Context: an optimization exercise on an open-source flow, tuned for small area and a short achievable clock period. The choices shown serve that exercise and are no tape-out recipe.
Where RTL was checked, it was by simulation tests only, not by an equivalence proof against the original.
Power figures rest on the tool's default switching activity, not on a simulated workload.

==> inputs of 06-28 <==
// watermark_embedder_core
module watermark_embedder_core #(
  parameter int PIX_W      = 8,
  parameter int IMG_PIXELS = 65536,
  parameter int WM_BITS    = 1024,
  parameter int BIT_POS    = 0
) (
  input  logic                       clk,
  input  logic                       rst,
  input  logic                       start,
  output logic                       done,
  output logic                       busy,
  input  logic                       wm_wr_en,
  input  logic [$clog2(WM_BITS)-1:0] wm_wr_addr,
  input  logic                       wm_wr_data,
  input  logic                       s_valid,
  output logic                       s_ready,
  input  logic [PIX_W-1:0]           s_pixel,
  output logic                       m_valid,
  input  logic                       m_ready,
  output logic [PIX_W-1:0]           m_pixel,
  output logic                       m_last
);
==> module watermark_embedder_core, before the edit <==
module watermark_embedder_core #(
  parameter int PIX_W      = 8,
  parameter int IMG_PIXELS = 65536,
  parameter int WM_BITS    = 1024,
  parameter int BIT_POS    = 0
) (
  input  logic                       clk,
  input  logic                       rst,
  input  logic                       start,
  output logic                       done,
  output logic                       busy,
  input  logic                       wm_wr_en,
  input  logic [$clog2(WM_BITS)-1:0] wm_wr_addr,
  input  logic                       wm_wr_data,
  input  logic                       s_valid,
  output logic                       s_ready,
  input  logic [PIX_W-1:0]           s_pixel,
  output logic                       m_valid,
  input  logic                       m_ready,
  output logic [PIX_W-1:0]           m_pixel,
  output logic                       m_last
);
  localparam int IW = $clog2(WM_BITS);
  localparam int CW = $clog2(IMG_PIXELS + 1);
  typedef enum logic [1:0] {IDLE, RUN, FLUSH, DONE} state_t;
  state_t            state, state_nxt;
  logic [CW-1:0]     cnt;
  logic [WM_BITS-1:0] wm;
  logic [IW-1:0]     wm_idx;
  logic              accept;
  logic              last_pix;
  logic [PIX_W-1:0]  pix_emb;
  generate
    if (CW >= IW) begin : g_idx_slice
      assign wm_idx = cnt[IW-1:0];
    end else begin : g_idx_ext
      assign wm_idx = {{(IW-CW){1'b0}}, cnt};
    end
  endgenerate
  assign last_pix = (cnt == CW'(IMG_PIXELS - 1));
  assign accept   = s_valid && s_ready;
  always_comb begin
    pix_emb          = s_pixel;
    pix_emb[BIT_POS] = wm[wm_idx];
  end
  always_ff @(posedge clk) begin
    if (state == IDLE && wm_wr_en)
      wm[wm_wr_addr] <= wm_wr_data;
  end
  always_ff @(posedge clk) begin
    if (rst) state <= IDLE;
    else     state <= state_nxt;
  end
  always_comb begin
    state_nxt = state;
    s_ready   = 1'b0;
    busy      = 1'b1;
    done      = 1'b0;
    case (state)
      IDLE: begin
        busy = 1'b0;
        if (start) state_nxt = RUN;
      end
      RUN: begin
        s_ready = !m_valid || m_ready;
        if (s_valid && (!m_valid || m_ready) && last_pix) state_nxt = FLUSH;
      end
      FLUSH: begin
        if (m_valid && m_ready && m_last) state_nxt = DONE;
      end
      DONE: begin
        done      = 1'b1;
        state_nxt = IDLE;
      end
      default: state_nxt = IDLE;
    endcase
  end
  always_ff @(posedge clk) begin
    if (rst) begin
      cnt     <= '0;
      m_valid <= 1'b0;
      m_pixel <= '0;
      m_last  <= 1'b0;
    end else begin
      if (state == IDLE && start) cnt <= '0;
      if (accept) begin
        m_pixel <= pix_emb;
        m_valid <= 1'b1;
        m_last  <= last_pix;
        cnt     <= cnt + CW'(1);
      end else if (m_valid && m_ready) begin
        m_valid <= 1'b0;
        m_last  <= 1'b0;
      end
    end
  end
endmodule
clock: 5.0 ns
lec_check: 0
cap_margin: 20
core_margin: 2
core_utilization: 40
slew_margin: 20
run.sh (not shown) runs the stock make flow with config.mk's settings and CLKGATE_MAP_FILE= SYNTH_SCRIPT=/design/flow/synth_recipe.tcl, a recipe that flattens the netlist after the stock synthesis.
==> 01-02: changes against 06-28 <==
==> flow/design.v (replaced) <==
module watermark_embedder_core #(
  parameter int PIX_W      = 8,
  parameter int IMG_PIXELS = 65536,
  parameter int WM_BITS    = 1024,
  parameter int BIT_POS    = 0
) (
  input  logic                       clk,
  input  logic                       rst,
  input  logic                       start,
  output logic                       done,
  output logic                       busy,
  input  logic                       wm_wr_en,
  input  logic [$clog2(WM_BITS)-1:0] wm_wr_addr,
  input  logic                       wm_wr_data,
  input  logic                       s_valid,
  output logic                       s_ready,
  input  logic [PIX_W-1:0]           s_pixel,
  output logic                       m_valid,
  input  logic                       m_ready,
  output logic [PIX_W-1:0]           m_pixel,
  output logic                       m_last
);
  localparam int IW = $clog2(WM_BITS);       
  localparam int CW = $clog2(IMG_PIXELS);    
  localparam int CB = 5;                     
  localparam int NC = 1 << CB;               
  localparam int RB = IW - CB;               
  localparam int NR = 1 << RB;               
  localparam int HB = CW - CB;               
  logic               busy_q, run, flush, dn, run_empty;
  logic               idle, accept, last_pix;
  logic [WM_BITS-1:0] wm;
  logic [NC-1:0]      ring;
  logic [HB-1:0]      rhi;
  logic [NR-1:0]      part, part_rd;
  logic [RB-1:0]      hsel;
  logic [PIX_W-1:0]   pix_emb;
  logic               pw_v, pw_d;
  logic [IW-1:0]      pw_a;
  assign idle     = ~busy_q;
  assign busy     = busy_q;
  assign done     = dn;
  assign m_last   = flush;
  assign s_ready  = run_empty | (run & m_ready);
  assign accept   = s_valid & run & (~m_valid | m_ready);
  assign last_pix = ring[0] & (rhi == '0);   
  always_comb begin
    pix_emb          = s_pixel;
    pix_emb[BIT_POS] = part[hsel];
  end
  always_ff @(posedge clk) begin
    pw_v <= idle & wm_wr_en;
    pw_a <= wm_wr_addr;
    pw_d <= wm_wr_data;
  end
  logic [NR-1:0] rset, rclr;
  logic [NC-1:0] csel;
  always_comb begin
    for (int r = 0; r < NR; r++) begin
      rset[r] = pw_v &  pw_d & (pw_a[IW-1:CB] == RB'(r));
      rclr[r] = pw_v & ~pw_d & (pw_a[IW-1:CB] == RB'(r));
    end
    for (int c = 0; c < NC; c++)
      csel[c] = (pw_a[CB-1:0] == CB'(c));
  end
  always_ff @(posedge clk) begin
    for (int i = 0; i < WM_BITS; i++)
      wm[i] <= (wm[i] & ~(rclr[i / NC] & csel[i % NC])) | (rset[i / NC] & csel[i % NC]);
  end
  always_ff @(posedge clk) begin
    if (rst) begin
      busy_q    <= 1'b0;
      run       <= 1'b0;
      flush     <= 1'b0;
      dn        <= 1'b0;
      m_valid   <= 1'b0;
      run_empty <= 1'b0;
    end else begin
      busy_q    <= (idle & start) | (busy_q & ~dn);
      run       <= (idle & start) | (run & ~(accept & last_pix));
      flush     <= (run & accept & last_pix) | (flush & ~(m_valid & m_ready));
      dn        <= flush & m_valid & m_ready;
      m_valid   <= accept | (m_valid & ~m_ready);
      run_empty <= ((idle & start) | (run & ~(accept & last_pix))) & ~(accept | (m_valid & ~m_ready));
    end
  end
  always_ff @(posedge clk) begin
    if (accept) m_pixel <= pix_emb;
  end
  always_ff @(posedge clk) begin
    if (!run) begin
      ring <= NC'(2);
      rhi  <= '0;
    end else if (accept) begin
      ring <= {ring[NC-2:0], ring[NC-1]};
      if (ring[NC-1]) rhi <= rhi + HB'(1);
    end
  end
  always_comb begin
    for (int j = 0; j < NR; j++)
      part_rd[j] = |(wm[j*NC +: NC] & ring);
  end
  always_ff @(posedge clk) begin
    if (idle) begin
      if (idle && wm_wr_en && wm_wr_addr == IW'(0))
        part[0] <= wm_wr_data;
      else if (pw_v && pw_a == IW'(0))
        part[0] <= pw_d;
      else
        part[0] <= wm[0];
      hsel <= '0;
    end else if (accept) begin
      part <= part_rd;
      if (pw_v && pw_a == IW'(1))
        part[0] <= pw_d;
      hsel <= rhi[RB-1:0];
    end
  end
endmodule
==> flow/flow/run.sh (new file) <==
#!/bin/bash
# The standard layout (standard.sh), with two changes after the standard
# synthesis: port buffers are buf_4 cells, and the resizer may swap a cell for
# any cell of the same function (not only one of the same footprint).
set -euo pipefail
bash standard.sh synth > synth.log 2>&1
bash standard.sh MATCH_CELL_FOOTPRINT=0 \
  "BUFFER_PORTS_ARGS=-buffer_cell sky130_fd_sc_hd__buf_4" finish > layout.log 2>&1
==> flow/standard.sh (new file) <==
#!/bin/bash
# synth_recipe.tcl (not shown) runs the flow's synth.tcl, then flattens the netlist and writes it again
# the make line also repeats each setting of config.mk as NAME=value (left out here)
make -C /OpenROAD-flow-scripts/flow DESIGN_CONFIG=/design/flow/config.mk WORK_HOME=/design/flow/orfs CLKGATE_MAP_FILE= SYNTH_SCRIPT=/design/flow/synth_recipe.tcl "${@:-finish}"
Settings changed: CORE_UTILIZATION 40 to 55, CTS_CLUSTER_DIAMETER set to 100, CTS_CLUSTER_SIZE set to 24, SETUP_SLACK_MARGIN set to 2.5.
removed: flow/run.sh
==> 10-21: changes against 06-28 <==
==> flow/design.v (replaced) <==
module watermark_embedder_core #(
  parameter int PIX_W      = 8,
  parameter int IMG_PIXELS = 65536,
  parameter int WM_BITS    = 1024,
  parameter int BIT_POS    = 0
) (
  input  logic                       clk,
  input  logic                       rst,
  input  logic                       start,
  output logic                       done,
  output logic                       busy,
  input  logic                       wm_wr_en,
  input  logic [$clog2(WM_BITS)-1:0] wm_wr_addr,
  input  logic                       wm_wr_data,
  input  logic                       s_valid,
  output logic                       s_ready,
  input  logic [PIX_W-1:0]           s_pixel,
  output logic                       m_valid,
  input  logic                       m_ready,
  output logic [PIX_W-1:0]           m_pixel,
  output logic                       m_last
);
  localparam int IW = $clog2(WM_BITS);       
  localparam int CW = $clog2(IMG_PIXELS);    
  localparam int PW = 6;                     
  localparam int HW = IW - PW;               
  localparam int NP = 1 << HW;               
  logic               busy_q, run, flush, dn;
  logic               idle, accept, last_pix, wen;
  logic [CW-1:0]      rcnt;
  logic [WM_BITS-1:0] wm;
  logic [NP-1:0]      part;
  logic [HW-1:0]      hsel;
  logic               b0;
  logic [PIX_W-1:0]   pix_emb;
  assign idle     = ~busy_q;
  assign busy     = busy_q;
  assign done     = dn;
  assign m_last   = flush;
  assign s_ready  = run & (~m_valid | m_ready);
  assign accept   = s_valid & s_ready;
  assign last_pix = (rcnt == CW'(1));        
  assign wen      = idle & wm_wr_en;
  always_comb begin
    pix_emb          = s_pixel;
    pix_emb[BIT_POS] = b0;
  end
  always_ff @(posedge clk) begin
    for (int i = 0; i < WM_BITS; i++)
      if (wen && wm_wr_addr == IW'(i))
        wm[i] <= wm_wr_data;
  end
  always_ff @(posedge clk) begin
    if (rst) begin
      busy_q  <= 1'b0;
      run     <= 1'b0;
      flush   <= 1'b0;
      dn      <= 1'b0;
      m_valid <= 1'b0;
    end else begin
      busy_q  <= (idle & start) | (busy_q & ~dn);
      run     <= (idle & start) | (run & ~(accept & last_pix));
      flush   <= (run & accept & last_pix) | (flush & ~(m_valid & m_ready));
      dn      <= flush & m_valid & m_ready;
      m_valid <= accept | (m_valid & ~m_ready);
    end
  end
  always_ff @(posedge clk) begin
    if (accept) m_pixel <= pix_emb;
  end
  always_ff @(posedge clk) begin
    if (!run)        rcnt <= CW'(2);
    else if (accept) rcnt <= rcnt + CW'(1);
  end
  logic [(1<<PW)-1:0] lsel;
  logic [NP-1:0]      part_rd;
  always_comb begin
    for (int k = 0; k < (1<<PW); k++)
      lsel[k] = (rcnt[PW-1:0] == PW'(k));
    for (int j = 0; j < NP; j++)
      part_rd[j] = |(wm[j*(1<<PW) +: (1<<PW)] & lsel);
  end
  always_ff @(posedge clk) begin
    if (idle) begin
      b0      <= (wen && wm_wr_addr == IW'(0)) ? wm_wr_data : wm[0];
      part[0] <= (wen && wm_wr_addr == IW'(1)) ? wm_wr_data : wm[1];
      hsel    <= '0;
    end else if (accept) begin
      b0   <= part[hsel];
      part <= part_rd;
      hsel <= rcnt[IW-1:PW];
    end
  end
endmodule
==> impl_metrics.sql <==
INSERT INTO impl_metrics (metric_group, metric, value, unit) VALUES
('outcome', 'status', 'no timing/DRC/antenna violations', ''),
('logic_synthesis', 'ys_seq_area_share', '54.7', '%'),
('pwr', 'total_internal_power', '11.3', 'mW'),
('critical_path', 'critPathTopFamily', 'flip-flops', ''),
('finish', 'layout.non_clock_buffers', '108', ''),
('critical_path', 'critical_path.cell_chain', 'buf_4, a221oi_1, nand4_1, nor3_2, o22ai_2', ''),
('global_routing', 'first_global_vias', '32067', ''),
('placed_design', 'place_ws', '1.86', 'ns');
The numbers above come from 01-02.

==> impl_metrics.sql <==
INSERT INTO impl_metrics (metric_group, metric, value, unit) VALUES
('clock_network', 'cts.reportedPaths.clkPinSlew', '0.06', 'ns'),
('clock_network', 'clock_tree.buffer_depth', '3', ''),
('global_routing', 'first_global_vias', '31225', ''),
('critical_path', 'critPathTopFamily', 'simple AND/OR/NAND/NOR gates', ''),
('logic_synthesis', 'ys_seq_area_share', '71.6', '%'),
('floorplanning', 'floorplan.die.height', '338', 'µm'),
('outcome', 'status', 'no timing/DRC/antenna violations', ''),
('pwr', 'total_internal_power', '14.6', 'mW'),
('critical_path', 'critical_path.cell_chain', 'inv_1, ha_1, nand3b_1, nor2_2, buf_4, a22oi_1, nand4_1, nor2_1, nand4_1', ''),
('critical_path', 'buf_inv_stages_crit_path', '2', '');
The numbers above come from 10-21.

==> impl_metrics.sql <==
INSERT INTO impl_metrics (metric_group, metric, value, unit) VALUES
('logic_synthesis', 'synth_top_flop_cell', 'sky130_fd_sc_hd__edfxtp_1', ''),
('timing', 'slew_limit_headroom', '18.4', '%'),
('logic_synthesis', 'yosysTopAreaCell', 'sky130_fd_sc_hd__edfxtp_1', ''),
('logic_synthesis', 'ys_seq_area_share', '56.7', '%'),
('placed_design', 'place_ws', '-0.282', 'ns'),
('finish', 'layout.non_clock_buffers', '265', ''),
('critical_path', 'critical_path.cell_chain', 'clkdlybuf4s50_1, inv_1, ha_1, buf_4, xnor2_1, nor3_1, nor2b_1, nand2_1, nor2_1, nand2_1, mux2_1', ''),
('clock_network', 'cts.repair.resized', '0', ''),
('critical_path', 'slowest_stage', 'sky130_fd_sc_hd__nor2b_1', ''),
('outcome', 'status', 'no timing/DRC/antenna violations', ''),
('critical_path', 'critPathTopFamily', 'simple AND/OR/NAND/NOR gates', ''),
('pwr', 'total_internal_power', '21.0', 'mW');
The numbers above come from 06-28.

The RTL of 10-21 was laid out without a check of its function.

[port drivers added, routing unchanged]
No port has a modelled driver above. Below, the same layouts with a new extraction and two added sets of constraints. Step 1 sets driving cells, clkbuf_16 on the clock port and buf_2 on the other inputs (assumed; they add their load-dependent delay and slew). Step 2 also shifts input and output timing later by t, the mid clock arrival at the registers, as if the neighbouring blocks saw the same clock. Slacks: ideal / step 1 / step 2; pairs: ideal / step 1.
| run | shift t [ns] | slack for setup (ns) | worst slew at a driven data input, ns |
|---|---|---|---|
| 06-28 | 0.818 | 0.390 / 0.433 / -0.385 | 0.08 |
| 01-02 | 0.721 | 2.470 / 2.441 / 2.216 | 0.04 |
| 10-21 | 0.764 | 0.738 / 0.738 / 0.738 | 0.15 |
Met with ideal ports but missed after step 2: setup timing in 06-28. For 06-28, which loses most, drivers alone change the setup slack by +0.043 ns; drivers and shift together by -0.775 ns.
